Context: an optimization exercise on an open-source flow, tuned for small area, a short achievable clock period and few clock cycles per item. The choices shown serve that exercise and are no tape-out recipe. In this exercise RTL edits were held to simulation tests only and were not proved equivalent to the original. Power is estimated from default activity; no workload was simulated.

--- flow/config.mk ---
export PLATFORM = sky130hd
export DESIGN_NAME = scalar_kalman_filter_unit
export DESIGN_NICKNAME = scalar_kalman_filter_unit
export VERILOG_FILES = /design/flow/design.v
export SDC_FILE = /design/flow/constraint.sdc
export NUM_CORES = 4
export LEC_CHECK = 0
export CAP_MARGIN = 20
export CORE_MARGIN = 2
export CORE_UTILIZATION = 40
export SLEW_MARGIN = 20
--- flow/constraint.sdc ---
create_clock -name core_clock -period 12.0 [get_ports {i_clk}]
set_input_delay 2.4000 -clock core_clock [delete_from_list [all_inputs] [get_ports {i_clk}]]
set_output_delay 2.4000 -clock core_clock [all_outputs]
set_load 0.01 [all_outputs]
--- flow/design.v ---
package skf_pkg;
    localparam int VALUE_W   = 32;
    localparam int COV_FRAC  = 30;
    localparam int COV_W     = COV_FRAC + 2;
    localparam int REG_W     = COV_W;
    localparam int CFG_IDX_W = 2;
    localparam int HI_W      = COV_FRAC;           
    localparam int CNT_W     = $clog2(COV_FRAC);
    localparam logic [CNT_W-1:0] CNT_LAST = CNT_W'(COV_FRAC - 1);
    localparam logic [CFG_IDX_W-1:0] REG_PROCESS_NOISE     = CFG_IDX_W'(0);
    localparam logic [CFG_IDX_W-1:0] REG_MEASUREMENT_NOISE = CFG_IDX_W'(1);
    localparam logic [REG_W-1:0] Q_RESET = REG_W'(1073742);
    localparam logic [REG_W-1:0] R_RESET = REG_W'(10737418);
    localparam logic [HI_W-1:0]  COV_HI_RESET = HI_W'(1) << (COV_FRAC - 2);
endpackage
import skf_pkg::*;
module skf_div (
    input  logic [COV_W-1:0]  i_rem,
    input  logic [COV_W-1:0]  i_den,
    input  logic              i_f0,       
    input  logic              i_f1,       
    input  logic [COV_W-1:0]  i_pred,
    input  logic [COV_W-1:0]  i_cl,
    input  logic [HI_W-1:0]   i_ch,
    input  logic [VALUE_W-1:0] i_s,
    input  logic [VALUE_W-1:0] i_est,
    input  logic [VALUE_W-1:0] i_el,
    input  logic [HI_W-1:0]   i_eh,
    output logic [COV_W-1:0]  o_rem,
    output logic [COV_W-1:0]  o_cl,
    output logic [HI_W-1:0]   o_ch,
    output logic [VALUE_W-1:0] o_el,
    output logic [HI_W-1:0]   o_eh
);
    logic [COV_W+1:0]   trial;
    logic               q;
    logic [COV_W+1:0]   ct;
    logic [VALUE_W+1:0] et;
    logic [VALUE_W-1:0] x;
    always_comb begin
        trial = {1'b0, i_rem, 1'b0} - {2'b0, i_den};
        q     = !i_f0 && (i_f1 || !trial[COV_W+1]);
        o_rem = trial[COV_W+1] ? {i_rem[COV_W-2:0], 1'b0} : trial[COV_W-1:0];
        ct    = {1'b0, i_cl, 1'b0} - (q ? {2'b0, i_pred} : '0);
        o_cl  = ct[COV_W-1:0];
        o_ch  = {i_ch[HI_W-2:0] - HI_W'(ct[COV_W+1]), ct[COV_W]};
        x     = q ? i_s : i_est;
        et    = {1'b0, i_el, 1'b0} + {2'b0, x};
        o_el  = et[VALUE_W-1:0];
        o_eh  = {i_eh[HI_W-2:0] + HI_W'(et[VALUE_W+1]), et[VALUE_W]};
    end
endmodule
import skf_pkg::*;
module scalar_kalman_filter_unit (
    input  logic                                 i_clk,
    input  logic                                 i_rst_n,
    input  logic                                 i_in_valid,
    output logic                                 o_in_stall,
    input  logic signed [skf_pkg::VALUE_W-1:0]   i_sample,
    output logic                                 o_out_valid,
    input  logic                                 i_out_stall,
    output logic signed [skf_pkg::VALUE_W-1:0]   o_estimate,
    input  logic                                 i_cfg_we,
    input  logic [skf_pkg::CFG_IDX_W-1:0]        i_cfg_index,
    input  logic [skf_pkg::REG_W-1:0]            i_cfg_data
);
    logic [REG_W-1:0]   r_q, r_r;
    logic [COV_W-1:0]   r_pred, r_den, r_rem, r_cl;
    logic [HI_W-1:0]    r_ch;
    logic [VALUE_W-1:0] r_s;         
    logic [VALUE_W-1:0] r_est;       
    logic [VALUE_W-1:0] r_el;
    logic [HI_W-1:0]    r_eh;
    logic [CNT_W-1:0]   r_cnt;
    logic               r_busy, r_pend, r_out_valid;
    logic               start, fin, last;
    logic [COV_W-1:0]   cov;
    logic [COV_W:0]     pq_sum;
    logic [COV_W+1:0]   pqr_sum;
    logic [COV_W-1:0]   pred, den;
    logic [VALUE_W:0]   fin_sum;
    logic [VALUE_W-1:0] est_next;
    logic               f0, f1;
    logic [COV_W-1:0]   n_rem, n_cl;
    logic [HI_W-1:0]    n_ch, n_eh;
    logic [VALUE_W-1:0] n_el;
    assign o_in_stall = r_busy || (r_pend && r_out_valid);
    assign start      = i_in_valid && !o_in_stall;
    assign fin        = r_pend && !r_out_valid;
    assign last       = r_cnt == CNT_LAST;
    always_comb begin
        cov     = {r_ch, r_cl[COV_W-1:COV_W-2]};
        pq_sum  = {1'b0, cov} + {1'b0, r_q};
        pqr_sum = {2'b0, cov} + {2'b0, r_q} + {2'b0, r_r};
        pred    = pq_sum[COV_W] ? '1 : pq_sum[COV_W-1:0];
        den     = (pqr_sum[COV_W+1:COV_W] != 2'b0) ? '1 : pqr_sum[COV_W-1:0];
    end
    always_comb begin
        fin_sum  = {1'b0, r_el} + {1'b0, r_est};
        est_next = {r_eh, 2'b00} + VALUE_W'(fin_sum[VALUE_W:VALUE_W-2]);
    end
    assign f0 = r_den == '0;
    assign f1 = r_pred == r_den;
    skf_div u_step (
        .i_rem  (r_rem),
        .i_den  (r_den),
        .i_f0   (f0),
        .i_f1   (f1),
        .i_pred (r_pred),
        .i_cl   (r_cl),
        .i_ch   (r_ch),
        .i_s    (r_s),
        .i_est  (r_est),
        .i_el   (r_el),
        .i_eh   (r_eh),
        .o_rem  (n_rem),
        .o_cl   (n_cl),
        .o_ch   (n_ch),
        .o_el   (n_el),
        .o_eh   (n_eh)
    );
    always_ff @(posedge i_clk) begin
        if (!i_rst_n) begin
            r_q         <= Q_RESET;
            r_r         <= R_RESET;
            r_ch        <= COV_HI_RESET;
            r_cl[COV_W-1:COV_W-2] <= 2'b00;
            r_est       <= {1'b1, {(VALUE_W-1){1'b0}}};
            r_busy      <= 1'b0;
            r_pend      <= 1'b0;
            r_out_valid <= 1'b0;
        end else begin
            if (i_cfg_we) begin
                case (i_cfg_index)
                    REG_PROCESS_NOISE:     r_q <= i_cfg_data;
                    REG_MEASUREMENT_NOISE: r_r <= i_cfg_data;
                    default:               ;
                endcase
            end
            if (start) begin
                r_cl  <= pred;
                r_ch  <= '0;
            end else if (r_busy) begin
                r_cl  <= n_cl;
                r_ch  <= n_ch;
            end
            if (fin) r_est <= est_next;
            if (start) r_busy <= 1'b1;
            else if (r_busy && last) r_busy <= 1'b0;
            if (r_busy && last) r_pend <= 1'b1;
            else if (fin) r_pend <= 1'b0;
            r_out_valid <= fin || (r_out_valid && i_out_stall);
        end
        if (start) begin
            r_pred <= pred;
            r_den  <= den;
            r_rem  <= pred;
            r_s    <= {~i_sample[VALUE_W-1], i_sample[VALUE_W-2:0]};
            r_el   <= '0;
            r_eh   <= '0;
            r_cnt  <= '0;
        end else if (r_busy) begin
            r_rem  <= n_rem;
            r_el   <= n_el;
            r_eh   <= n_eh;
            r_cnt  <= r_cnt + CNT_W'(1);
        end
    end
    assign o_out_valid = r_out_valid;
    assign o_estimate  = {~r_est[VALUE_W-1], r_est[VALUE_W-2:0]};
endmodule
--- flow/run.sh ---
#!/bin/bash
# synth_recipe.tcl (not shown) runs the flow's synth.tcl, then flattens the netlist and writes it again
# the make line also repeats each setting of config.mk as NAME=value (left out here)
make -C /OpenROAD-flow-scripts/flow DESIGN_CONFIG=/design/flow/config.mk WORK_HOME=/design/flow/orfs CLKGATE_MAP_FILE= SYNTH_SCRIPT=/design/flow/synth_recipe.tcl finish
==> impl_metrics.csv <==
group,metric,value,unit
clocking,cts.sinks,356,
clocking,clk_pin_slew,0.06,ns
cells_and_area,syn_to_final_growth,12.02,%
job,cap_viol_max_count,0,
place,io_buffers,104,
place,dpl.hpwl,50290,um
hold_path,hold_class,"flop to flop",
logic_synthesis,synth-seq-cells,356,
logic_synthesis,synthTopCellsByArea,"edfxtp_1, dfxtp_1, ha_1",
clocking,post_cts_buffers,0,
global_route,overflow,0,
floorplanning,die_h,250.8,um
clocking,cts_resized,0,
timing,fin_setup_tns,0,ns
timing,max_clock_freq,123.1,MHz
logic_synthesis,syn_avg_cell_area,8.908,um^2
timing,finClkSkew,0.02442,ns
global_route,grt_pass1_wl,107100,um
cells_and_area,multi_input_area,14680,um^2
logic_synthesis,synth.distinct_cells,76,
worst_setup_path,crit_arrival,8.59,ns
route,routed_wl,67360,um
logic_synthesis,yosysWarnings,2,
worst_setup_path,path_class,"flop to flop",
floorplanning,initial_core_util,0.4043,
logic_synthesis,synth_top_area_cell,"edfxtp_1",
clocking,max-clock-path-buffers,3,
global_route,grt_use_total,0.2121,
worst_setup_path,r2r_setup_slack,3.88,ns
timing,max-slew-margin-rel,0.2729,
worst_setup_path,end_kind,"flop",
status,status,"timing/DRC/antenna clean",
timing,finalHoldViolCount,0,
logic_synthesis,synth_edf_count,158,
clocking,cts_hold_buffers,0,
worst_setup_path,cp-start-kind,"flop",
global_route,antenna_found_initial,1,
logic_synthesis,synth_seq_area_share,0.3576,
power,p_leak,11.61,nW
cells_and_area,nets,3068,
power,ir_worst_vdd,101.2,uV
route,route.antenna.remaining_nets,0,
route,routed-via-count,20150,
clocking,root_buffer,"clkbuf_16",
cells_and_area,n_fill_cell,5775,
worst_setup_path,cpMostUsedCell,"ha_1",
cells_and_area,final_common_cell,"nand2_1",
cells_and_area,final_cell_mix,"nand2_1, dfxtp_1, ha_1, o21ai_0, a21oi_1",
floorplanning,fp.coreArea,60250,um^2
cells_and_area,layout-drive-gt1-share,0.05071,
worst_setup_path,required,12.47,ns
place,routabilityCongestion,0.9097,
floorplanning,die_w,250.8,um
logic_synthesis,syn_area,24350,um^2
cells_and_area,seqCellArea,8712,um^2
route,drt_first_pass_iters,7,
floorplanning,num_io_pins,105,
global_route,grt_pass1_vias,19160,
timing,fin_hold_ws,0.4730,ns
power,totalPowerFinal,5.572,mW
logic_synthesis,synth_top_area_share,0.1948,
worst_setup_path,critical_path.max_fanout,23,
logic_synthesis,postSynthCellCount,2734,
logic_synthesis,synth_flop_cell,"dfxtp_1",
logic_synthesis,synth_nets,3037,
worst_setup_path,critical-path-top-delay-family,"compound AO/OA/AOI/OAI gates",
worst_setup_path,crit_buf_inv,1,
clocking,clock_latency,0.59,ns
route,viasPerCell,5.624,
timing,period_needed,8.121,ns
route,wl_per_cell,18.80,um
clocking,cts_tree,"yes",
worst_setup_path,slowest_stage,"a21oi_1",
clocking,htreeDepth,2,
floorplanning,die_area,62880,um^2
logic_synthesis,ys_async_sr_fraction,0,
global_route,grt_start_max_net_pins,70,
route,drtIter0Drc,1689,
timing,slew_viol_final,0,
route,drc_errors,0,
floorplanning,row_count,90,
clocking,cts_buffers,43,
timing,worst_pin_slew,1.090,ns
timing,rsz0062_at_grt,"no",
timing,finalSetupViolations,0,
worst_setup_path,max_stage_delay,0.60,ns
power,powerDensity,204.2,nW/um^2
timing,post-route-period-util,0.6767,
==> state kept, by name, indices dropped and copies added (netlist names) <==
signal / count
r_cnt: 5
r_pend: 1
r_den: 32
r_q: 32
r_out_valid: 1
r_r: 32
r_rem: 32
r_busy: 1
r_cl: 32
r_pred: 32
r_est: 32
r_eh: 30
r_el: 32
r_ch: 30
r_s: 32
==> worst reg2reg max path, delay by kind of cell (launching register included) <==
family,cells,cell delay [ns]
AO/OA/AOI/OAI,16,4.21
AND/OR/NAND/NOR,9,2.25
adder cells (fa/ha/maj),4,0.98
flip-flops,1,0.43
XOR/XNOR,1,0.09
buffers and inverters,1,0.07
==> final timing paths <==
kind                           endpoint  depth (start not counted)                    from
setup / recovery  r_ch[29]$_SDFFE_PP0P_                         31  r_den[1]$_SDFFCE_PP1P_
hold / removal      r_r[0]$_SDFFE_PN0P_                          2     r_r[0]$_SDFFE_PN0P_
setup reg to reg  r_ch[29]$_SDFFE_PP0P_                         31  r_den[1]$_SDFFCE_PP1P_
hold reg to reg     r_r[0]$_SDFFE_PN0P_                          2     r_r[0]$_SDFFE_PN0P_
==> cell usage after synthesis (29+ instances only) <==
library cell  instances
edfxtp_1            158
mux2_2               32
fa_1                 37
a21boi_0             55
nand2_1             412
nor2_1              131
a211oi_1             33
o211a_1              33
dfxtp_1             198
and3_1               29
xnor2_1             114
ha_1                195
a31oi_1              32
nand3_1              69
xor2_1              113
nand4_1              34
clkbuf_1             93
o21ai_0             190
nand2b_1             49
o21a_1               31
a21oi_1             176
a21o_1               93
inv_1                99
nor3_1               46
buf_4                32
==> routing by layer <==
metal,part of all wire,track usage
met1,0.49,0.3119
met2,0.43,0.3225
met3,0.061,0.03054
met4,0.025,0.06108
met5,0.00018,0
==> kinds of logic (layout without fill, tap and decap cells) <==
family / Yosys count / count (layout) / synth area share
xor gates and xnor gates: 227 / 227 / 0.08163
buffers and inverters: 236 / 302 / 0.04161
and+or+nand+nor: 888 / 888 / 0.1694
adders and majority gates: 232 / 232 / 0.1306
AOI/OAI and AO/OA: 757 / 757 / 0.2020
muxes: 38 / 38 / 0.01726
other: 0 / 1 / 0
DFF: 356 / 356 / 0.3576
==> report_power, final <==
group          internal, mW  switching, mW
logic                  1.09           1.50
registers              1.54          0.161
clock network         0.732          0.542
total                  3.36           2.21
==> layout make-up <==
| cell class | instances | share of cell area |
|---|---|---|
| Antenna cell | 1 | 0.00009172 |
| Clock buffer | 62 | 0.04329 |
| Clock inverter | 18 | 0.006191 |
| Inverter | 99 | 0.01371 |
| Multi-Input combinational cell | 2142 | 0.5382 |
| Sequential cell | 356 | 0.3193 |
| Tap cell | 782 | 0.03586 |
| Timing Repair Buffer | 123 | 0.04329 |
==> per-stage QoR <==
step | area [um^2] | worst slack (ns) | util | cells
final | 27280 | 3.879 | 0.4529 | 3583
after global routing | 27280 | 2.994 | 0.4528 | 3582
after CTS | 27280 | 3.844 | 0.4528 | 3582
after detailed placement | 25930 | 3.891 | 0.4304 | 3502
after global placement | 25930 | 4.073 | 0.4304 | 3502
after floorplan | 24350 | 4.958 | - | 2734
Testbench counts, summed over its fixed seeds: cycles 63,616, items 2,048.

==> static timing again, ports no longer ideal <==
Ports are ideal in the flow. The routed layout listed here was re-timed in OpenROAD.
Step 1 (the two cells are an assumption about what drives the block):
set clk [get_ports {i_clk}]
set_driving_cell -lib_cell sky130_fd_sc_hd__clkbuf_16 $clk
set_driving_cell -lib_cell sky130_fd_sc_hd__buf_2 [delete_from_list [all_inputs] $clk]
Step 2 moves the port delays by t, midway between the first and last clock arrival at a register: inputs arrive t later, outputs are due t later. That takes back most of the time a late clock gives input paths.
Slacks: no drivers / after step 1 / after step 2; pairs: no drivers / after step 1.
t, ns: 0.639
setup WS [ns]: 3.879 / 3.879 / 3.879
slew at the worst register clock pin (ns): 0.06 / 0.06
After both steps setup and hold are still met in this run. For this run, drivers alone change the setup slack by 0.000 ns; drivers and shift together by 0.000 ns.
